Context: an optimization exercise on an open-source flow, tuned for small area, a short achievable clock period and few clock cycles per item. The choices shown serve that exercise and are no tape-out recipe. Where RTL was checked, it was by simulation tests only, not by an equivalence proof against the original. Only the layout flow was run in runs 2 and 3; the RTL was not checked for function there. Power and IR drop assume default switching activity.

==> flow/design.v (outline; a module is shown in full before it is edited, if it fits) <==
// module wallace_mac: 2183 lines
module wallace_mac (
    input  wire        clk,
    input  wire        arst_n,
    input  wire        req,
    output logic       ack,
    input  wire [15:0] a,
    input  wire [15:0] b,
    input  wire [31:0] acc,
    input  wire        cin,
    output logic [32:0] result
);
  // ...
==> flow/run.sh <==
#!/bin/bash
# synth_recipe.tcl (not shown) runs the flow's synth.tcl, then flattens the netlist and writes it again
# the make line also repeats each setting of config.mk as NAME=value (left out here)
make -C /OpenROAD-flow-scripts/flow DESIGN_CONFIG=/design/flow/config.mk WORK_HOME=/design/flow/orfs CLKGATE_MAP_FILE= SYNTH_SCRIPT=/design/flow/synth_recipe.tcl finish
==> flow/config.mk <==
export PLATFORM = sky130hd
export DESIGN_NAME = wallace_mac
export DESIGN_NICKNAME = wallace_mac
export VERILOG_FILES = /design/flow/design.v
export SDC_FILE = /design/flow/constraint.sdc
export NUM_CORES = 4
export LEC_CHECK = 0
export CAP_MARGIN = 20
export CORE_MARGIN = 2
export CORE_UTILIZATION = 40
export SLEW_MARGIN = 20
==> flow/constraint.sdc <==
create_clock -name core_clock -period 6.0 [get_ports {clk}]
set_input_delay 1.2000 -clock core_clock [delete_from_list [all_inputs] [get_ports {clk}]]
set_output_delay 1.2000 -clock core_clock [all_outputs]
set_load 0.01 [all_outputs]
==> qor.csv, run 1 <==
metric,value,unit
syn_nets,1430,
"Slew Viols, Final",0,
initial antenna violation count,0,
GR met1 Demand/Resource,0.251,
RSZ-0062 raised after global routing,no,
total sequential power,0.943,mW
PD cells,596,mW/mm²
DR WL/cell,16.6,µm
CP max FO,3,
Synth async-reset ratio,0.0116,
worst path arrival time,4.01,ns
status,finished clean,
Fillers,2528,
leading area contributor after synthesis,fa_1,
VDD IR max,0.776,mV
worst path cell trace,"inv_1, fa_1, inv_1, ha_1, nand2_2, o21ai_0, a21oi_1, o21a_1, fa_1, xnor2_1, clkdlybuf4s50_1",
Initial Util,0.405,
clk pwr,0.536,mW
Die Y,166,µm
"Max stage delay cell, worst path",o21ai_0,
multiplexer share of the synthesized area,0.000951,
clock power share,0.075,
Internal,3.88,mW
root cell of the clock tree,clkbuf_16,
"FF+latch count, synth",86,
Worst-Margin Slew,0.878,ns
Testbench counts, summed over its fixed seeds: cycles 16,000, items 8,000.
==> run 2: changes to the inputs <==
--- a/flow/design.v
+++ b/flow/design.v
@@ -1022,102 +1022,102 @@
     wire s_25;
     wire s_26;
     wire s_27;
     wire s_28;
     wire s_29;
     wire s_30;
     wire s_31;
     wire s_32;
-    logic r_fc_140;
-    logic r_fs_142;
-    logic r_fc_141;
-    logic r_fc_142;
-    logic r_fs_144;
-    logic r_fc_143;
-    logic r_fc_144;
-    logic r_fs_146;
-    logic r_fc_145;
     logic r_fc_146;
     logic r_fs_148;
     logic r_fc_147;
     logic r_fs_150;
     logic r_fc_148;
     logic r_fc_149;
-    logic r_fc_150;
-    logic r_fs_152;
-    logic r_fs_153;
-    logic r_fs_135;
-    logic r_fc_176;
-    logic r_fs_177;
     logic r_fs_137;
     logic r_fc_177;
     logic r_fs_178;
     logic r_fs_139;
     logic r_fc_178;
     logic r_fs_179;
     logic r_fs_141;
     logic r_fc_179;
     logic r_fs_180;
     logic r_fs_143;
     logic r_fc_180;
+    logic r_fs_181;
     logic r_fs_145;
     logic r_fc_181;
+    logic r_fs_182;
     logic r_fs_147;
+    logic r_fc_182;
+    logic r_fs_183;
     logic r_fs_149;
+    logic r_fc_183;
     logic r_fs_151;
+    logic r_fc_184;
     logic r_fc_151;
+    logic r_fc_185;
+    logic r_fs_186;
     logic r_fc_153;
     logic r_fs_187;
+    logic r_fc_186;
     logic r_fc_155;
     logic r_fs_188;
     logic r_fc_187;
     logic r_fs_159;
     logic r_fc_188;
     logic r_fs_189;
     logic r_fc_159;
     logic r_fc_189;
     logic r_fs_190;
-    logic r_fc_161;
-    logic r_fs_191;
-    logic r_fc_190;
-    logic r_fc_202;
-    logic r_fs_203;
-    logic r_fc_203;
-    logic r_fs_204;
     logic r_fc_204;
     logic r_fs_205;
     logic r_fc_205;
+    logic r_fs_206;
+    logic r_fc_206;
+    logic r_fc_207;
+    logic r_fs_220;
+    logic r_fc_219;
     logic r_fs_221;
-    logic r_fs_222;
-    logic r_fc_221;
-    logic r_g0_7;
-    logic r_p0_7;
-    logic r_g0_6;
-    logic r_p0_6;
-    logic r_g0_29;
-    logic r_p0_29;
-    logic r_g0_28;
-    logic r_p0_28;
+    logic r_fc_220;
+    logic r_g0_9;
+    logic r_p0_9;
+    logic r_g0_8;
+    logic r_p0_8;
+    logic r_g0_27;
+    logic r_p0_27;
+    logic r_G1_7;
+    logic r_P1_7;
     logic r_G1_5;
     logic r_P1_5;
     logic r_g0_30;
     logic r_p0_30;
+    logic r_G1_29;
+    logic r_P1_29;
     logic r_G1_31;
     logic r_P1_31;
+    logic r_G2_6;
+    logic r_P2_6;
     logic r_G2_3;
     logic r_P2_3;
-    logic r_p0_5;
-    logic r_G3_4;
+    logic r_g0_28;
+    logic r_p0_28;
+    logic r_p0_6;
+    logic r_G3_5;
+    logic r_p0_7;
+    logic r_p0_29;
     logic r_p0_31;
     logic r_p0_0;
     logic r_s_1;
     logic r_s_2;
     logic r_s_3;
     logic r_s_4;
+    logic r_s_5;
     assign pp_0_0 = a[0] & b[0];
     assign pp_0_1 = a[0] & b[1];
     assign pp_0_2 = a[0] & b[2];
     assign pp_0_3 = a[0] & b[3];
     assign pp_0_4 = a[0] & b[4];
     assign pp_0_5 = a[0] & b[5];
     assign pp_0_6 = a[0] & b[6];
     assign pp_0_7 = a[0] & b[7];
@@ -1754,17 +1754,26 @@
     assign fs_177 = fc_132 ^ fs_134 ^ fc_133;
     assign fc_177 = (fc_132 & fs_134) | (fc_132 & fc_133) | (fs_134 & fc_133);
     assign fs_178 = fc_134 ^ fs_136 ^ fc_135;
     assign fc_178 = (fc_134 & fs_136) | (fc_134 & fc_135) | (fs_136 & fc_135);
     assign fs_179 = fc_136 ^ fc_137 ^ fs_138;
     assign fc_179 = (fc_136 & fc_137) | (fc_136 & fs_138) | (fc_137 & fs_138);
     assign fs_180 = fc_138 ^ fs_140 ^ fc_139;
     assign fc_180 = (fc_138 & fs_140) | (fc_138 & fc_139) | (fs_140 & fc_139);
+    assign fs_181 = fc_140 ^ fs_142 ^ fc_141;
     assign fc_181 = (fc_140 & fs_142) | (fc_140 & fc_141) | (fs_142 & fc_141);
+    assign fs_182 = fc_142 ^ fs_144 ^ fc_143;
+    assign fc_182 = (fc_142 & fs_144) | (fc_142 & fc_143) | (fs_144 & fc_143);
+    assign fs_183 = fc_144 ^ fs_146 ^ fc_145;
+    assign fc_183 = (fc_144 & fs_146) | (fc_144 & fc_145) | (fs_146 & fc_145);
+    assign fc_184 = (fc_146 & fs_148) | (fc_146 & fc_147) | (fs_148 & fc_147);
+    assign fc_185 = (fs_150 & fc_148) | (fs_150 & fc_149) | (fc_148 & fc_149);
+    assign fs_186 = fc_150 ^ fs_152 ^ fs_153;
+    assign fc_186 = (fc_150 & fs_152) | (fc_150 & fs_153) | (fs_152 & fs_153);
     assign fs_187 = fc_152 ^ fs_154 ^ fs_155;
     assign fc_187 = (fc_152 & fs_154) | (fc_152 & fs_155) | (fs_154 & fs_155);
     assign fs_188 = fs_156 ^ fc_154 ^ fs_157;
     assign fc_188 = (fs_156 & fc_154) | (fs_156 & fs_157) | (fc_154 & fs_157);
     assign fs_189 = fs_158 ^ fc_156 ^ fc_157;
     assign fc_189 = (fs_158 & fc_156) | (fs_158 & fc_157) | (fc_156 & fc_157);
     assign fs_190 = fc_158 ^ fs_160 ^ fs_161;
     assign fc_190 = (fc_158 & fs_160) | (fc_158 & fs_161) | (fs_160 & fs_161);
@@ -1795,16 +1804,22 @@
     assign fs_202 = fc_172 ^ fs_127 ^ fs_173;
     assign fc_202 = (fc_172 & fs_127) | (fc_172 & fs_173) | (fs_127 & fs_173);
     assign fs_203 = fs_129 ^ fc_173 ^ fs_174;
     assign fc_203 = (fs_129 & fc_173) | (fs_129 & fs_174) | (fc_173 & fs_174);
     assign fs_204 = fs_131 ^ fc_174 ^ fs_175;
     assign fc_204 = (fs_131 & fc_174) | (fs_131 & fs_175) | (fc_174 & fs_175);
     assign fs_205 = fc_175 ^ fs_133 ^ fs_176;
     assign fc_205 = (fc_175 & fs_133) | (fc_175 & fs_176) | (fs_133 & fs_176);
+    assign fs_206 = fs_135 ^ fc_176 ^ fs_177;
+    assign fc_206 = (fs_135 & fc_176) | (fs_135 & fs_177) | (fc_176 & fs_177);
+    assign fc_207 = (fs_137 & fc_177) | (fs_137 & fs_178) | (fc_177 & fs_178);
+    assign fc_219 = (fc_159 & fc_189) | (fc_159 & fs_190) | (fc_189 & fs_190);
+    assign fs_220 = fc_161 ^ fs_191 ^ fc_190;
+    assign fc_220 = (fc_161 & fs_191) | (fc_161 & fc_190) | (fs_191 & fc_190);
     assign fs_221 = fc_163 ^ fs_192 ^ fc_191;
     assign fc_221 = (fc_163 & fs_192) | (fc_163 & fc_191) | (fs_192 & fc_191);
     assign fs_222 = fc_165 ^ fs_193 ^ fc_192;
     assign fc_222 = (fc_165 & fs_193) | (fc_165 & fc_192) | (fs_193 & fc_192);
     assign fs_223 = fc_167 ^ fs_194 ^ fc_193;
     assign fc_223 = (fc_167 & fs_194) | (fc_167 & fc_193) | (fs_194 & fc_193);
     assign fs_224 = fc_168 ^ fs_195 ^ fc_194;
     assign fc_224 = (fc_168 & fs_195) | (fc_168 & fc_194) | (fs_195 & fc_194);
@@ -1821,183 +1836,179 @@
     assign g0_4 = fc_198 & fs_199;
     assign p0_4 = fc_198 ^ fs_199;
     assign g0_5 = fc_199 & fs_200;
     assign p0_5 = fc_199 ^ fs_200;
     assign g0_6 = fc_200 & fs_201;
     assign p0_6 = fc_200 ^ fs_201;
     assign g0_7 = fc_201 & fs_202;
     assign p0_7 = fc_201 ^ fs_202;
+    assign g0_8 = fc_202 & fs_203;
+    assign p0_8 = fc_202 ^ fs_203;
+    assign g0_9 = fc_203 & fs_204;
+    assign p0_9 = fc_203 ^ fs_204;
+    assign g0_27 = fs_222 & fc_221;
+    assign p0_27 = fs_222 ^ fc_221;
     assign g0_28 = fs_223 & fc_222;
     assign p0_28 = fs_223 ^ fc_222;
     assign g0_29 = fs_224 & fc_223;
     assign p0_29 = fs_224 ^ fc_223;
     assign g0_30 = fs_225 & fc_224;
     assign p0_30 = fs_225 ^ fc_224;
     assign g0_31 = acc[31] & fc_225;
     assign p0_31 = acc[31] ^ fc_225;
     assign G1_1 = g0_1 | (p0_1 & g0_0);
     assign P1_1 = p0_1 & p0_0;
     assign G1_3 = g0_3 | (p0_3 & g0_2);
     assign P1_3 = p0_3 & p0_2;
     assign G1_5 = g0_5 | (p0_5 & g0_4);
     assign P1_5 = p0_5 & p0_4;
+    assign G1_7 = g0_7 | (p0_7 & g0_6);
+    assign P1_7 = p0_7 & p0_6;
+    assign G1_29 = g0_29 | (p0_29 & g0_28);
+    assign P1_29 = p0_29 & p0_28;
     assign G1_31 = g0_31 | (p0_31 & g0_30);
     assign P1_31 = p0_31 & p0_30;
     assign G2_2 = g0_2 | (p0_2 & G1_1);
     assign P2_2 = p0_2 & P1_1;
     assign G2_3 = G1_3 | (P1_3 & G1_1);
     assign P2_3 = P1_3 & P1_1;
+    assign G2_6 = g0_6 | (p0_6 & G1_5);
+    assign P2_6 = p0_6 & P1_5;
     assign G3_4 = g0_4 | (p0_4 & G2_3);
     assign P3_4 = p0_4 & P2_3;
+    assign G3_5 = G1_5 | (P1_5 & G2_3);
+    assign P3_5 = P1_5 & P2_3;
     assign s_1 = p0_1 ^ g0_0;
     assign s_2 = p0_2 ^ G1_1;
     assign s_3 = p0_3 ^ G2_2;
     assign s_4 = p0_4 ^ G2_3;
+    assign s_5 = p0_5 ^ G3_4;
     always_ff @(posedge clk) begin
-        r_fc_140 <= fc_140;
-        r_fs_142 <= fs_142;
-        r_fc_141 <= fc_141;
-        r_fc_142 <= fc_142;
-        r_fs_144 <= fs_144;
-        r_fc_143 <= fc_143;
-        r_fc_144 <= fc_144;
-        r_fs_146 <= fs_146;
-        r_fc_145 <= fc_145;
         r_fc_146 <= fc_146;
         r_fs_148 <= fs_148;
         r_fc_147 <= fc_147;
         r_fs_150 <= fs_150;
         r_fc_148 <= fc_148;
         r_fc_149 <= fc_149;
-        r_fc_150 <= fc_150;
-        r_fs_152 <= fs_152;
-        r_fs_153 <= fs_153;
-        r_fs_135 <= fs_135;
-        r_fc_176 <= fc_176;
-        r_fs_177 <= fs_177;
         r_fs_137 <= fs_137;
         r_fc_177 <= fc_177;
         r_fs_178 <= fs_178;
         r_fs_139 <= fs_139;
         r_fc_178 <= fc_178;
         r_fs_179 <= fs_179;
         r_fs_141 <= fs_141;
         r_fc_179 <= fc_179;
         r_fs_180 <= fs_180;
         r_fs_143 <= fs_143;
         r_fc_180 <= fc_180;
+        r_fs_181 <= fs_181;
         r_fs_145 <= fs_145;
         r_fc_181 <= fc_181;
+        r_fs_182 <= fs_182;
         r_fs_147 <= fs_147;
+        r_fc_182 <= fc_182;
+        r_fs_183 <= fs_183;
         r_fs_149 <= fs_149;
+        r_fc_183 <= fc_183;
         r_fs_151 <= fs_151;
+        r_fc_184 <= fc_184;
         r_fc_151 <= fc_151;
+        r_fc_185 <= fc_185;
+        r_fs_186 <= fs_186;
         r_fc_153 <= fc_153;
         r_fs_187 <= fs_187;
+        r_fc_186 <= fc_186;
         r_fc_155 <= fc_155;
         r_fs_188 <= fs_188;
         r_fc_187 <= fc_187;
         r_fs_159 <= fs_159;
         r_fc_188 <= fc_188;
         r_fs_189 <= fs_189;
         r_fc_159 <= fc_159;
         r_fc_189 <= fc_189;
         r_fs_190 <= fs_190;
-        r_fc_161 <= fc_161;
-        r_fs_191 <= fs_191;
-        r_fc_190 <= fc_190;
-        r_fc_202 <= fc_202;
-        r_fs_203 <= fs_203;
-        r_fc_203 <= fc_203;
-        r_fs_204 <= fs_204;
         r_fc_204 <= fc_204;
         r_fs_205 <= fs_205;
         r_fc_205 <= fc_205;
+        r_fs_206 <= fs_206;
+        r_fc_206 <= fc_206;
+        r_fc_207 <= fc_207;
+        r_fs_220 <= fs_220;
+        r_fc_219 <= fc_219;
         r_fs_221 <= fs_221;
-        r_fs_222 <= fs_222;
-        r_fc_221 <= fc_221;
-        r_g0_7 <= g0_7;
-        r_p0_7 <= p0_7;
-        r_g0_6 <= g0_6;
-        r_p0_6 <= p0_6;
-        r_g0_29 <= g0_29;
-        r_p0_29 <= p0_29;
-        r_g0_28 <= g0_28;
-        r_p0_28 <= p0_28;
+        r_fc_220 <= fc_220;
+        r_g0_9 <= g0_9;
+        r_p0_9 <= p0_9;
+        r_g0_8 <= g0_8;
+        r_p0_8 <= p0_8;
+        r_g0_27 <= g0_27;
+        r_p0_27 <= p0_27;
+        r_G1_7 <= G1_7;
+        r_P1_7 <= P1_7;
         r_G1_5 <= G1_5;
         r_P1_5 <= P1_5;
         r_g0_30 <= g0_30;
         r_p0_30 <= p0_30;
+        r_G1_29 <= G1_29;
+        r_P1_29 <= P1_29;
         r_G1_31 <= G1_31;
         r_P1_31 <= P1_31;
+        r_G2_6 <= G2_6;
+        r_P2_6 <= P2_6;
         r_G2_3 <= G2_3;
         r_P2_3 <= P2_3;
-        r_p0_5 <= p0_5;
-        r_G3_4 <= G3_4;
+        r_g0_28 <= g0_28;
+        r_p0_28 <= p0_28;
+        r_p0_6 <= p0_6;
+        r_G3_5 <= G3_5;
+        r_p0_7 <= p0_7;
+        r_p0_29 <= p0_29;
         r_p0_31 <= p0_31;
         r_p0_0 <= p0_0;
         r_s_1 <= s_1;
         r_s_2 <= s_2;
         r_s_3 <= s_3;
         r_s_4 <= s_4;
+        r_s_5 <= s_5;
     end
-    assign fs_181 = r_fc_140 ^ r_fs_142 ^ r_fc_141;
-    assign fs_182 = r_fc_142 ^ r_fs_144 ^ r_fc_143;
-    assign fc_182 = (r_fc_142 & r_fs_144) | (r_fc_142 & r_fc_143) | (r_fs_144 & r_fc_143);
-    assign fs_183 = r_fc_144 ^ r_fs_146 ^ r_fc_145;
-    assign fc_183 = (r_fc_144 & r_fs_146) | (r_fc_144 & r_fc_145) | (r_fs_146 & r_fc_145);
     assign fs_184 = r_fc_146 ^ r_fs_148 ^ r_fc_147;
-    assign fc_184 = (r_fc_146 & r_fs_148) | (r_fc_146 & r_fc_147) | (r_fs_148 & r_fc_147);
     assign fs_185 = r_fs_150 ^ r_fc_148 ^ r_fc_149;
-    assign fc_185 = (r_fs_150 & r_fc_148) | (r_fs_150 & r_fc_149) | (r_fc_148 & r_fc_149);
-    assign fs_186 = r_fc_150 ^ r_fs_152 ^ r_fs_153;
-    assign fc_186 = (r_fc_150 & r_fs_152) | (r_fc_150 & r_fs_153) | (r_fs_152 & r_fs_153);
-    assign fs_206 = r_fs_135 ^ r_fc_176 ^ r_fs_177;
-    assign fc_206 = (r_fs_135 & r_fc_176) | (r_fs_135 & r_fs_177) | (r_fc_176 & r_fs_177);
     assign fs_207 = r_fs_137 ^ r_fc_177 ^ r_fs_178;
-    assign fc_207 = (r_fs_137 & r_fc_177) | (r_fs_137 & r_fs_178) | (r_fc_177 & r_fs_178);
     assign fs_208 = r_fs_139 ^ r_fc_178 ^ r_fs_179;
     assign fc_208 = (r_fs_139 & r_fc_178) | (r_fs_139 & r_fs_179) | (r_fc_178 & r_fs_179);
     assign fs_209 = r_fs_141 ^ r_fc_179 ^ r_fs_180;
     assign fc_209 = (r_fs_141 & r_fc_179) | (r_fs_141 & r_fs_180) | (r_fc_179 & r_fs_180);
-    assign fs_210 = r_fs_143 ^ r_fc_180 ^ fs_181;
-    assign fc_210 = (r_fs_143 & r_fc_180) | (r_fs_143 & fs_181) | (r_fc_180 & fs_181);
-    assign fs_211 = r_fs_145 ^ r_fc_181 ^ fs_182;
-    assign fc_211 = (r_fs_145 & r_fc_181) | (r_fs_145 & fs_182) | (r_fc_181 & fs_182);
-    assign fs_212 = r_fs_147 ^ fc_182 ^ fs_183;
-    assign fc_212 = (r_fs_147 & fc_182) | (r_fs_147 & fs_183) | (fc_182 & fs_183);
-    assign fs_213 = r_fs_149 ^ fc_183 ^ fs_184;
-    assign fc_213 = (r_fs_149 & fc_183) | (r_fs_149 & fs_184) | (fc_183 & fs_184);
-    assign fs_214 = r_fs_151 ^ fc_184 ^ fs_185;
-    assign fc_214 = (r_fs_151 & fc_184) | (r_fs_151 & fs_185) | (fc_184 & fs_185);
-    assign fs_215 = r_fc_151 ^ fc_185 ^ fs_186;
-    assign fc_215 = (r_fc_151 & fc_185) | (r_fc_151 & fs_186) | (fc_185 & fs_186);
-    assign fs_216 = r_fc_153 ^ r_fs_187 ^ fc_186;
-    assign fc_216 = (r_fc_153 & r_fs_187) | (r_fc_153 & fc_186) | (r_fs_187 & fc_186);
+    assign fs_210 = r_fs_143 ^ r_fc_180 ^ r_fs_181;
+    assign fc_210 = (r_fs_143 & r_fc_180) | (r_fs_143 & r_fs_181) | (r_fc_180 & r_fs_181);
+    assign fs_211 = r_fs_145 ^ r_fc_181 ^ r_fs_182;
+    assign fc_211 = (r_fs_145 & r_fc_181) | (r_fs_145 & r_fs_182) | (r_fc_181 & r_fs_182);
+    assign fs_212 = r_fs_147 ^ r_fc_182 ^ r_fs_183;
+    assign fc_212 = (r_fs_147 & r_fc_182) | (r_fs_147 & r_fs_183) | (r_fc_182 & r_fs_183);
+    assign fs_213 = r_fs_149 ^ r_fc_183 ^ fs_184;
+    assign fc_213 = (r_fs_149 & r_fc_183) | (r_fs_149 & fs_184) | (r_fc_183 & fs_184);
+    assign fs_214 = r_fs_151 ^ r_fc_184 ^ fs_185;
+    assign fc_214 = (r_fs_151 & r_fc_184) | (r_fs_151 & fs_185) | (r_fc_184 & fs_185);
+    assign fs_215 = r_fc_151 ^ r_fc_185 ^ r_fs_186;
+    assign fc_215 = (r_fc_151 & r_fc_185) | (r_fc_151 & r_fs_186) | (r_fc_185 & r_fs_186);
+    assign fs_216 = r_fc_153 ^ r_fs_187 ^ r_fc_186;
+    assign fc_216 = (r_fc_153 & r_fs_187) | (r_fc_153 & r_fc_186) | (r_fs_187 & r_fc_186);
     assign fs_217 = r_fc_155 ^ r_fs_188 ^ r_fc_187;
     assign fc_217 = (r_fc_155 & r_fs_188) | (r_fc_155 & r_fc_187) | (r_fs_188 & r_fc_187);
     assign fs_218 = r_fs_159 ^ r_fc_188 ^ r_fs_189;
     assign fc_218 = (r_fs_159 & r_fc_188) | (r_fs_159 & r_fs_189) | (r_fc_188 & r_fs_189);
     assign fs_219 = r_fc_159 ^ r_fc_189 ^ r_fs_190;
-    assign fc_219 = (r_fc_159 & r_fc_189) | (r_fc_159 & r_fs_190) | (r_fc_189 & r_fs_190);
-    assign fs_220 = r_fc_161 ^ r_fs_191 ^ r_fc_190;
-    assign fc_220 = (r_fc_161 & r_fs_191) | (r_fc_161 & r_fc_190) | (r_fs_191 & r_fc_190);
-    assign g0_8 = r_fc_202 & r_fs_203;
-    assign p0_8 = r_fc_202 ^ r_fs_203;
-    assign g0_9 = r_fc_203 & r_fs_204;
-    assign p0_9 = r_fc_203 ^ r_fs_204;
     assign g0_10 = r_fc_204 & r_fs_205;
     assign p0_10 = r_fc_204 ^ r_fs_205;
-    assign g0_11 = r_fc_205 & fs_206;
-    assign p0_11 = r_fc_205 ^ fs_206;
-    assign g0_12 = fc_206 & fs_207;
-    assign p0_12 = fc_206 ^ fs_207;
-    assign g0_13 = fc_207 & fs_208;
-    assign p0_13 = fc_207 ^ fs_208;
+    assign g0_11 = r_fc_205 & r_fs_206;
+    assign p0_11 = r_fc_205 ^ r_fs_206;
+    assign g0_12 = r_fc_206 & fs_207;
+    assign p0_12 = r_fc_206 ^ fs_207;
+    assign g0_13 = r_fc_207 & fs_208;
+    assign p0_13 = r_fc_207 ^ fs_208;
     assign g0_14 = fc_208 & fs_209;
     assign p0_14 = fc_208 ^ fs_209;
     assign g0_15 = fc_209 & fs_210;
     assign p0_15 = fc_209 ^ fs_210;
     assign g0_16 = fc_210 & fs_211;
     assign p0_16 = fc_210 ^ fs_211;
     assign g0_17 = fc_211 & fs_212;
     assign p0_17 = fc_211 ^ fs_212;
@@ -2010,50 +2021,42 @@
     assign g0_21 = fs_216 & fc_215;
     assign p0_21 = fs_216 ^ fc_215;
     assign g0_22 = fs_217 & fc_216;
     assign p0_22 = fs_217 ^ fc_216;
     assign g0_23 = fc_217 & fs_218;
     assign p0_23 = fc_217 ^ fs_218;
     assign g0_24 = fs_219 & fc_218;
     assign p0_24 = fs_219 ^ fc_218;
-    assign g0_25 = fs_220 & fc_219;
-    assign p0_25 = fs_220 ^ fc_219;
-    assign g0_26 = r_fs_221 & fc_220;
-    assign p0_26 = r_fs_221 ^ fc_220;
-    assign g0_27 = r_fs_222 & r_fc_221;
-    assign p0_27 = r_fs_222 ^ r_fc_221;
-    assign G1_7 = r_g0_7 | (r_p0_7 & r_g0_6);
-    assign P1_7 = r_p0_7 & r_p0_6;
-    assign G1_9 = g0_9 | (p0_9 & g0_8);
-    assign P1_9 = p0_9 & p0_8;
+    assign g0_25 = r_fs_220 & r_fc_219;
+    assign p0_25 = r_fs_220 ^ r_fc_219;
+    assign g0_26 = r_fs_221 & r_fc_220;
+    assign p0_26 = r_fs_221 ^ r_fc_220;
+    assign G1_9 = r_g0_9 | (r_p0_9 & r_g0_8);
+    assign P1_9 = r_p0_9 & r_p0_8;
     assign G1_11 = g0_11 | (p0_11 & g0_10);
     assign P1_11 = p0_11 & p0_10;
     assign G1_13 = g0_13 | (p0_13 & g0_12);
     assign P1_13 = p0_13 & p0_12;
     assign G1_15 = g0_15 | (p0_15 & g0_14);
     assign P1_15 = p0_15 & p0_14;
     assign G1_17 = g0_17 | (p0_17 & g0_16);
     assign P1_17 = p0_17 & p0_16;
     assign G1_19 = g0_19 | (p0_19 & g0_18);
     assign P1_19 = p0_19 & p0_18;
     assign G1_21 = g0_21 | (p0_21 & g0_20);
     assign P1_21 = p0_21 & p0_20;
     assign G1_23 = g0_23 | (p0_23 & g0_22);
     assign P1_23 = p0_23 & p0_22;
     assign G1_25 = g0_25 | (p0_25 & g0_24);
     assign P1_25 = p0_25 & p0_24;
-    assign G1_27 = g0_27 | (p0_27 & g0_26);
-    assign P1_27 = p0_27 & p0_26;
-    assign G1_29 = r_g0_29 | (r_p0_29 & r_g0_28);
-    assign P1_29 = r_p0_29 & r_p0_28;
-    assign G2_6 = r_g0_6 | (r_p0_6 & r_G1_5);
-    assign P2_6 = r_p0_6 & r_P1_5;
-    assign G2_7 = G1_7 | (P1_7 & r_G1_5);
-    assign P2_7 = P1_7 & r_P1_5;
+    assign G1_27 = r_g0_27 | (r_p0_27 & g0_26);
+    assign P1_27 = r_p0_27 & p0_26;
+    assign G2_7 = r_G1_7 | (r_P1_7 & r_G1_5);
+    assign P2_7 = r_P1_7 & r_P1_5;
     assign G2_10 = g0_10 | (p0_10 & G1_9);
     assign P2_10 = p0_10 & P1_9;
     assign G2_11 = G1_11 | (P1_11 & G1_9);
     assign P2_11 = P1_11 & P1_9;
     assign G2_14 = g0_14 | (p0_14 & G1_13);
     assign P2_14 = p0_14 & P1_13;
     assign G2_15 = G1_15 | (P1_15 & G1_13);
     assign P2_15 = P1_15 & P1_13;
@@ -2064,24 +2067,22 @@
     assign G2_22 = g0_22 | (p0_22 & G1_21);
     assign P2_22 = p0_22 & P1_21;
     assign G2_23 = G1_23 | (P1_23 & G1_21);
     assign P2_23 = P1_23 & P1_21;
     assign G2_26 = g0_26 | (p0_26 & G1_25);
     assign P2_26 = p0_26 & P1_25;
     assign G2_27 = G1_27 | (P1_27 & G1_25);
     assign P2_27 = P1_27 & P1_25;
-    assign G2_30 = r_g0_30 | (r_p0_30 & G1_29);
-    assign P2_30 = r_p0_30 & P1_29;
-    assign G2_31 = r_G1_31 | (r_P1_31 & G1_29);
-    assign P2_31 = r_P1_31 & P1_29;
-    assign G3_5 = r_G1_5 | (r_P1_5 & r_G2_3);
-    assign P3_5 = r_P1_5 & r_P2_3;
-    assign G3_6 = G2_6 | (P2_6 & r_G2_3);
-    assign P3_6 = P2_6 & r_P2_3;
+    assign G2_30 = r_g0_30 | (r_p0_30 & r_G1_29);
+    assign P2_30 = r_p0_30 & r_P1_29;
+    assign G2_31 = r_G1_31 | (r_P1_31 & r_G1_29);
+    assign P2_31 = r_P1_31 & r_P1_29;
+    assign G3_6 = r_G2_6 | (r_P2_6 & r_G2_3);
+    assign P3_6 = r_P2_6 & r_P2_3;
     assign G3_7 = G2_7 | (P2_7 & r_G2_3);
     assign P3_7 = P2_7 & r_P2_3;
     assign G3_12 = g0_12 | (p0_12 & G2_11);
     assign P3_12 = p0_12 & P2_11;
     assign G3_13 = G1_13 | (P1_13 & G2_11);
     assign P3_13 = P1_13 & P2_11;
     assign G3_14 = G2_14 | (P2_14 & G2_11);
     assign P3_14 = P2_14 & P2_11;
@@ -2092,24 +2093,24 @@
     assign G3_21 = G1_21 | (P1_21 & G2_19);
     assign P3_21 = P1_21 & P2_19;
     assign G3_22 = G2_22 | (P2_22 & G2_19);
     assign P3_22 = P2_22 & P2_19;
     assign G3_23 = G2_23 | (P2_23 & G2_19);
     assign P3_23 = P2_23 & P2_19;
     assign G3_28 = r_g0_28 | (r_p0_28 & G2_27);
     assign P3_28 = r_p0_28 & P2_27;
-    assign G3_29 = G1_29 | (P1_29 & G2_27);
-    assign P3_29 = P1_29 & P2_27;
+    assign G3_29 = r_G1_29 | (r_P1_29 & G2_27);
+    assign P3_29 = r_P1_29 & P2_27;
     assign G3_30 = G2_30 | (P2_30 & G2_27);
     assign P3_30 = P2_30 & P2_27;
     assign G3_31 = G2_31 | (P2_31 & G2_27);
     assign P3_31 = P2_31 & P2_27;
-    assign G4_8 = g0_8 | (p0_8 & G3_7);
-    assign P4_8 = p0_8 & P3_7;
+    assign G4_8 = r_g0_8 | (r_p0_8 & G3_7);
+    assign P4_8 = r_p0_8 & P3_7;
     assign G4_9 = G1_9 | (P1_9 & G3_7);
     assign P4_9 = P1_9 & P3_7;
     assign G4_10 = G2_10 | (P2_10 & G3_7);
     assign P4_10 = P2_10 & P3_7;
     assign G4_11 = G2_11 | (P2_11 & G3_7);
     assign P4_11 = P2_11 & P3_7;
     assign G4_12 = G3_12 | (P3_12 & G3_7);
     assign P4_12 = P3_12 & P3_7;
@@ -2164,21 +2165,20 @@
     assign G5_29 = G4_29 | (P4_29 & G4_15);
     assign P5_29 = P4_29 & P4_15;
     assign G5_30 = G4_30 | (P4_30 & G4_15);
     assign P5_30 = P4_30 & P4_15;
     assign G5_31 = G4_31 | (P4_31 & G4_15);
     assign P5_31 = P4_31 & P4_15;
     assign G6_32 = 1'b0 | (1'b0 & G5_31);
     assign P6_32 = 1'b0 & P5_31;
-    assign s_5 = r_p0_5 ^ r_G3_4;
-    assign s_6 = r_p0_6 ^ G3_5;
+    assign s_6 = r_p0_6 ^ r_G3_5;
     assign s_7 = r_p0_7 ^ G3_6;
-    assign s_8 = p0_8 ^ G3_7;
-    assign s_9 = p0_9 ^ G4_8;
+    assign s_8 = r_p0_8 ^ G3_7;
+    assign s_9 = r_p0_9 ^ G4_8;
     assign s_10 = p0_10 ^ G4_9;
     assign s_11 = p0_11 ^ G4_10;
     assign s_12 = p0_12 ^ G4_11;
     assign s_13 = p0_13 ^ G4_12;
     assign s_14 = p0_14 ^ G4_13;
     assign s_15 = p0_15 ^ G4_14;
     assign s_16 = p0_16 ^ G4_15;
     assign s_17 = p0_17 ^ G5_16;
@@ -2186,17 +2186,17 @@
     assign s_19 = p0_19 ^ G5_18;
     assign s_20 = p0_20 ^ G5_19;
     assign s_21 = p0_21 ^ G5_20;
     assign s_22 = p0_22 ^ G5_21;
     assign s_23 = p0_23 ^ G5_22;
     assign s_24 = p0_24 ^ G5_23;
     assign s_25 = p0_25 ^ G5_24;
     assign s_26 = p0_26 ^ G5_25;
-    assign s_27 = p0_27 ^ G5_26;
+    assign s_27 = r_p0_27 ^ G5_26;
     assign s_28 = r_p0_28 ^ G5_27;
     assign s_29 = r_p0_29 ^ G5_28;
     assign s_30 = r_p0_30 ^ G5_29;
     assign s_31 = r_p0_31 ^ G5_30;
     assign s_32 = 1'b0 ^ G5_31;
-    assign result = {s_32, s_31, s_30, s_29, s_28, s_27, s_26, s_25, s_24, s_23, s_22, s_21, s_20, s_19, s_18, s_17, s_16, s_15, s_14, s_13, s_12, s_11, s_10, s_9, s_8, s_7, s_6, s_5, r_s_4, r_s_3, r_s_2, r_s_1, r_p0_0};
+    assign result = {s_32, s_31, s_30, s_29, s_28, s_27, s_26, s_25, s_24, s_23, s_22, s_21, s_20, s_19, s_18, s_17, s_16, s_15, s_14, s_13, s_12, s_11, s_10, s_9, s_8, s_7, s_6, r_s_5, r_s_4, r_s_3, r_s_2, r_s_1, r_p0_0};
 endmodule
 `default_nettype wire
==> flow/config.mk (replaced) <==
export PLATFORM = sky130hd
export DESIGN_NAME = wallace_mac
export DESIGN_NICKNAME = wallace_mac
export VERILOG_FILES = /design/flow/design.v
export SDC_FILE = /design/flow/constraint.sdc
export NUM_CORES = 4
export LEC_CHECK = 0
export CAP_MARGIN = 20
export CORE_MARGIN = 2
export CORE_UTILIZATION = 40
export SETUP_SLACK_MARGIN = 2.5
export SLEW_MARGIN = 20
==> run 2 against run 1 <==
  * Highest routed layer unchanged
  * Via count up 0.49%
  * Largest power group unchanged
  * Cell count up 1.4%
  * Worst hold slack worse by 0.0016 ns
==> qor.csv, run 2 <==
metric,value,unit,change
clock power share,0.089,,was 0.075
Synth async-reset ratio,0.0116,,unchanged
DRT Pass-1 Iters,4,,unchanged
Fin. Hold Viols,0,,unchanged
top post-synthesis cells by area,"fa_1, dfxtp_1, inv_1",,unchanged
CTS Sinks,86,,unchanged
most frequent cell after synthesis,inv_1,,unchanged
GR Util All Layers,0.202,,was 0.192
vias in the first global route,7761,,"was 7,747"
RSZ-0062 raised after global routing,yes,,was no
Leakage,6.16,nW,was 5.74 nW
power share of the sequential group,0.153,,was 0.133
Cell variety after synth,40,,was 52
cell area after synthesis,0.0103,mm²,was 0.0105 mm²
Final Instance Area,0.0130,mm²,was 0.0119 mm²
worst setup margin,1.46,ns,was 0.789 ns
Syn Inst Count,1067,,"was 1,086"
endpoint class of the critical path,output pin,,unchanged
I/O Buffers,101,,unchanged
Post-synth EDFFs,0,,unchanged
Die Wd,165,µm,was 166 µm
ANT nets after route,0,,unchanged
setup TNS,0,ns,unchanged
part of the power in combinational logic,0.758,,was 0.792
worst slack at placement,1.08,ns,was 1.09 ns
Worst-Margin Slew,0.402,ns,was 0.878 ns
Post-Place Cells,1445,,"was 1,464"
CTS Buffer Depth,2,,unchanged
die area,0.0271,mm²,was 0.0276 mm²
Switching Share,0.449,,was 0.454
HP Class,in -> async,,unchanged
GP Congestion,0.830,,was 0.857
leading area contributor after synthesis,fa_1,,unchanged
Mapped Avg Cell Area,9.67,µm²,was 9.69 µm²
relative slew slack,0.731,,was 0.413
syn_nets,1408,,"was 1,430"
Commonest cells post-synth,"inv_1, fa_1, nand2_1",,unchanged
"Slew Viols, Final",0,,unchanged
VDD IR max,0.500,mV,was 0.776 mV
Startpoint Class,flop,,unchanged
highest-count cells in the layout ignoring fill and taps,"inv_1, fa_1, nand2_1",,unchanged
final worst path period need,4.54,ns,was 5.21 ns
PD cells,494,mW/mm²,was 596 mW/mm²
worst path arrival time,3.34,ns,was 4.01 ns
CP top delay family,compound AO/OA/AOI/OAI gates,,was adder cells
Max Fclk,220,MHz,was 192 MHz
n_diodes,0,,unchanged
Placeable Area,0.0253,mm²,was 0.0260 mm²
DP HPWL,19300,µm,"was 19,400 µm"
# DRC,0,,unchanged
cts bufs inserted,9,,unchanged
largest net degree at the start of global routing,17,,unchanged
boundary pin count,102,,unchanged
sw power,2.89,mW,was 3.22 mW
CP max FO,4,,was 3
final worst path period share,0.756,,was 0.868
initial antenna violation count,0,,unchanged
"Buf+Inv Stages, Crit Path",3,,unchanged
layout cells sized above 1,0.284,,was 0.0358
Nets,1507,,"was 1,484"
first-pass GRT wire length,41000,µm,"was 41,100 µm"
max incr delay on CP,0.50,ns,was 0.64 ns
Final Setup Violations,0,,unchanged
root cell of the clock tree,clkbuf_16,,unchanged
post-synthesis sequential area ratio,0.167,,was 0.164
Internal,3.55,mW,was 3.88 mW
Non-Filler Instances,1501,,"was 1,480"
total wire length,25000,µm,"was 24,500 µm"
Initial Util,0.408,,was 0.405
gr ovfl total,0,,unchanged
Yosys Warn Count,1,,unchanged
Synth-to-Final Area Change,26.3,%,was 13.3%
DRC marker count from the first detailed-route iteration,252,,was 303
DR WL/cell,16.7,µm,was 16.6 µm
CP Class,reg -> out,,unchanged
"commonest non-fill, non-tap cell in the layout",inv_1,,unchanged
status,finished clean,,unchanged
Die Y,165,µm,was 166 µm
H-Tree Depth,3,,unchanged
CP Launch Point,r_fs_150,,was r_fs_135
most common flop cell mapped by yosys,dfxtp_1,,unchanged
site row count,58,,was 59
Critical Path RT,4.80,ns,about the same
placed instance area,0.0119,mm²,was 0.0116 mm²
"FF+latch count, synth",86,,unchanged
CTS tree,yes,,unchanged
"Max stage delay cell, worst path",fa_1,,was o21ai_0
clock transition at the registers of the reported paths,0.07,ns,was 0.06 ns
post-synth top area share,0.437,,was 0.435
vias per cell,4.65,,was 4.69
Hold Buf Count CTS,0,,unchanged
Max-Cap Viols,0,,unchanged
worst path cell trace,"xor2_2, xnor2_1, fa_1, inv_2, ha_4, a2111oi_4, o21a_1, o31ai_4, a31oi_2, o21ai_4, buf_4, o22ai_4, xnor2_2, buf_2",,"was inv_1, fa_1, inv_1, ha_1, nand2_2, o21ai_0, a21oi_1, o21a_1, fa_1, xnor2_1, clkdlybuf4s50_1"
via count,6979,,"was 6,945"
==> run 2: cell count changes in the layout (fill, tap and decap cells not counted), moves of 21 or more <==
cell	previous run	this run
fa_1	229	171
clkdlybuf4s50_1	101	30
inv_2	0	48
and2_4	0	21
inv_1	276	212
buf_4	7	34
fa_2	0	54
nand2_1	135	111
==> run 2: repair_timing <==
action                                  CTS  global route
pin swaps                                98            70
endpoints found under the setup margin  103            52
setup buffers                            31             8
gates resized for setup                 424            72
cloned                                    1             0
==> run 2: cell families after synthesis <==
group                    share of synthesized area
adder cells (fa/ha/maj)                      0.499
flip-flops                                   0.167
AND/OR/NAND/NOR                              0.146
buffers and inverters                        0.130
XOR/XNOR                                    0.0246
AO/OA/AOI/OAI                               0.0335
==> run 2: power groups by stage <==
stage / Sequential, mW / Clock [mW] / Combinational (mW)
global route: 1.02 / 0.615 / 5.48
global placement: 0.980 / 0 / 4.58
CTS: 0.977 / 0.596 / 4.69
detailed placement: 0.984 / 0 / 4.62
floorplan: 0.956 / 0 / 3.58
finish: 0.983 / 0.576 / 4.88
==> run 2: layout make-up <==
type                       count  area [µm²]
multi-input combinational    656        8030
clock buffer                   9         225
fill                        2339       12200
sequential                    86        1730
tap                          330         413
inverter                     260         976
clock inverter                 7        73.8
timing repair buffer         153        1580
==> run 2: final timing paths <==
check,cells after the start,endpoint,slack (ns)
max in group asynchronous,1,ack,4.92
worst min-delay path,1,ack,0.98
min in group core_clock,1,ack,1.28
worst max-delay path,14,result[29],1.46
==> run 2: stage by stage <==
step                      hold WS, ns  power [mW]  utilization
after floorplan                 0.904        4.53            -
after global routing            0.978        7.11        0.516
after detailed placement         1.35        5.60        0.470
after CTS                       0.976        6.26        0.506
final                           0.984        6.44        0.516
after global placement           1.35        5.56        0.470
==> run 2: routing by layer <==
layer | part of all wire | track usage | wire length, µm
met5 | 0 | 0 | 0
met2 | 0.49 | 0.347 | 12400
met4 | 0.021 | 0.0518 | 531
met3 | 0.051 | 0.0357 | 1270
met1 | 0.43 | 0.264 | 10800
==> run 3: changes to the inputs <==
--- a/flow/config.mk
+++ b/flow/config.mk
@@ -10,3 +10,3 @@
 export CORE_UTILIZATION = 40
-export SETUP_SLACK_MARGIN = 2.5
+export SETUP_SLACK_MARGIN = 1.5
 export SLEW_MARGIN = 20
==> run 3 against run 2 <==
  * Sequential power is essentially flat
  * Design area shrank 8.1%
  * Critical path type unchanged
  * Critical path depth shrank 3
  * Wire length shrank 4.8%
  * Die area is the same
==> qor.csv, run 3 <==
metric,value,unit,change
Max Fclk,219,MHz,was 220 MHz
adder-cell share of the synthesized area,0.499,,unchanged
Initial Util,0.408,,unchanged
Post-synth EDFFs,0,,unchanged
via count,6730,,"was 6,979"
post-synthesis sequential area ratio,0.167,,unchanged
Yosys Warn Count,1,,unchanged
HP Class,in -> async,,unchanged
root cell of the clock tree,clkbuf_16,,unchanged
CTS tree,yes,,unchanged
I/O Buffers,101,,unchanged
Critical Path RT,4.80,ns,about the same
CP max FO,4,,unchanged
ANT nets after route,0,,unchanged
compound-gate portion of the synthesized area,0.0335,,unchanged
H-Tree Depth,3,,unchanged
"Slew Viols, Final",0,,unchanged
DP HPWL,18900,µm,"was 19,300 µm"
Die Wd,165,µm,unchanged
Worst-Margin Slew,0.834,ns,was 0.402 ns
cell area after synthesis,0.0103,mm²,unchanged
final worst path period need,4.57,ns,was 4.54 ns
gr ovfl total,0,,unchanged
GR Util All Layers,0.194,,was 0.202
boundary pin count,102,,unchanged
syn_nets,1408,,unchanged
layout cells sized above 1,0.0672,,was 0.284
Max-Cap Viols,0,,unchanged
Startpoint Class,flop,,unchanged
Die Y,165,µm,unchanged
initial antenna violation count,0,,unchanged
"commonest non-fill, non-tap cell in the layout",inv_1,,unchanged
Synth-to-Final Area Change,16.1,%,was 26.3%
"FF+latch count, synth",86,,unchanged
CTS Buffer Depth,2,,unchanged
post-synth top area share,0.437,,unchanged
Synth async-reset ratio,0.0116,,unchanged
die area,0.0271,mm²,unchanged
n_diodes,0,,unchanged
most frequent cell after synthesis,inv_1,,unchanged
Fin. Hold Viols,0,,unchanged
# DRC,0,,unchanged
Mapped Avg Cell Area,9.67,µm²,unchanged
RSZ-0062 raised after global routing,yes,,unchanged
vias in the first global route,7590,,"was 7,761"
Leakage,5.88,nW,was 6.16 nW
multiplexer share of the synthesized area,0,,unchanged
Hold Buf Count CTS,0,,unchanged
PD cells,518,mW/mm²,was 494 mW/mm²
highest-count cells in the layout ignoring fill and taps,"inv_1, fa_1, nand2_1",,unchanged
Syn Inst Count,1067,,unchanged
DRC marker count from the first detailed-route iteration,289,,was 252
clock transition at the registers of the reported paths,0.07,ns,about the same
top post-synthesis cells by area,"fa_1, dfxtp_1, inv_1",,unchanged
largest net degree at the start of global routing,17,,unchanged
leading area contributor after synthesis,fa_1,,unchanged
VDD IR max,0.399,mV,was 0.500 mV
final worst path period share,0.762,,was 0.756
CTS Sinks,86,,unchanged
Placeable Area,0.0253,mm²,unchanged
Cell variety after synth,40,,unchanged
status,finished clean,,unchanged
vias per cell,4.61,,was 4.65
Nets,1467,,"was 1,507"
site row count,58,,unchanged
worst path arrival time,3.37,ns,was 3.34 ns
combinational family with the most area after synthesis,adder cells,,unchanged
first-pass GRT wire length,40100,µm,"was 41,000 µm"
cts bufs inserted,9,,unchanged
endpoint class of the critical path,output pin,,unchanged
Commonest cells post-synth,"inv_1, fa_1, nand2_1",,unchanged
Final Setup Violations,0,,unchanged
total wire length,23800,µm,"was 25,000 µm"
Synth Area in Simple Gates,0.146,,unchanged
relative slew slack,0.444,,was 0.731
DRT Pass-1 Iters,4,,unchanged
Fillers,2459,,"was 2,339"
Min Hold Slack,0.985,ns,was 0.984 ns
CP Class,reg -> out,,unchanged
DR WL/cell,16.3,µm,was 16.7 µm
setup TNS,0,ns,unchanged
post-synthesis xor/xnor area fraction,0.0246,,unchanged
GP Congestion,0.830,,about the same
most common flop cell mapped by yosys,dfxtp_1,,unchanged
[run 3: cell counts after synthesis]
Identical to the previous run, type by type.
[run 3: worst paths after layout]
path                       startpoint         end  slack (ns)  cells after the start
worst max-delay path         r_fs_141  result[30]        1.43                     11
worst min-delay path           arst_n         ack        0.99                      1
max in group asynchronous      arst_n         ack        4.92                      1
min in group core_clock           req         ack        1.30                      1
[run 3: repair_timing]
| action | 4_1_cts | 5_1_grt |
|---|---|---|
| resized for setup | 73 | 50 |
| pin swaps | 14 | 17 |
| setup endpoints to repair | 32 | 33 |
| buffers inserted | 4 | 3 |
[run 3: cell type report]
| type | instances | area (µm²) | share of cell area |
|---|---|---|---|
| Multi-Input combinational cell | 656 | 7460 | 0.623 |
| Sequential cell | 86 | 1730 | 0.145 |
| Timing Repair Buffer | 113 | 1060 | 0.0887 |
| Inverter | 260 | 976 | 0.0815 |
| Tap cell | 330 | 413 | 0.0345 |
| Clock buffer | 9 | 225 | 0.0188 |
| Clock inverter | 7 | 104 | 0.00867 |
[run 3: power breakdown]
part | internal, mW | switching [mW]
registers | 0.852 | 0.128
logic | 2.24 | 2.37
clock network | 0.371 | 0.251
[run 3: layer usage]
layer  global-route usage  part of all wire
met5                    0                 0
met2                0.330              0.49
met1                0.263              0.44
met4               0.0419             0.014
met3               0.0291             0.053
[run 3: logic make-up after synthesis]
group | Yosys count
compound gates | 49
xor+xnor | 29
fa+ha+maj | 277
buf+inv | 325
flops | 86
simple gates | 301
[run 3: through the flow]
| stage | total power, mW | worst slack (ns) | util | std cells | cell area (µm²) |
|---|---|---|---|---|---|
| 2_1_floorplan | 4.24 | 1.89 | - | 1067 | 10300 |
| 5_1_grt | 6.88 | 1.28 | 0.474 | 1461 | 12000 |
| 6_report | 6.21 | 1.43 | 0.474 | 1461 | 12000 |
| 3_3_place_gp | 5.27 | 1.01 | 0.452 | 1438 | 11400 |
| 3_5_place_dp | 5.31 | 0.932 | 0.452 | 1438 | 11400 |
| 4_1_cts | 6.06 | 1.33 | 0.470 | 1458 | 11900 |
[run 3: worst max-delay path: stages (launching register included)]
cell and delay [ns]:
dfxtp_2 0.32, fa_1 0.58, ha_4 0.22, and2_4 0.14, o31a_1 0.27, or3_4 0.43, o21ai_4 0.26, buf_6 0.15
o21ai_4 0.07, o31ai_4 0.26, xnor2_1 0.17, clkbuf_2 0.17

port drivers added, routing unchanged:
How much do the figures lean on ideal ports? The routed layouts below were timed once more, with nothing changed but the port constraints.
Step 1, drivers: a clkbuf_16 drives clk and a buf_2 each remaining input, both assumed.
Step 2 times the ports against the registers' clock, not the clock port: input delays grow and output delays shrink by t, the midpoint of the rising clock arrivals with the driver on.
Three values: ideal ports, drivers, drivers and shift; two values: the first two.
run	t, ns	slack for setup (ns)	latest minus earliest clock arrival (ns)	worst data-port slew with drivers (ns)	cell pins on the clock port's net
run 1	0.394	0.789 / 0.742 / 1.136	0.016 / 0.016	0.06	1
run 2	0.395	1.464 / 1.419 / 1.813	0.013 / 0.013	0.19	1
run 3	0.394	1.426 / 1.378 / 1.261	0.007 / 0.008	0.05	1
After both steps setup and hold are still met in every run listed. The setup slack of run 3, which loses most, moves by -0.048 ns with the drivers and by -0.165 ns with both steps.
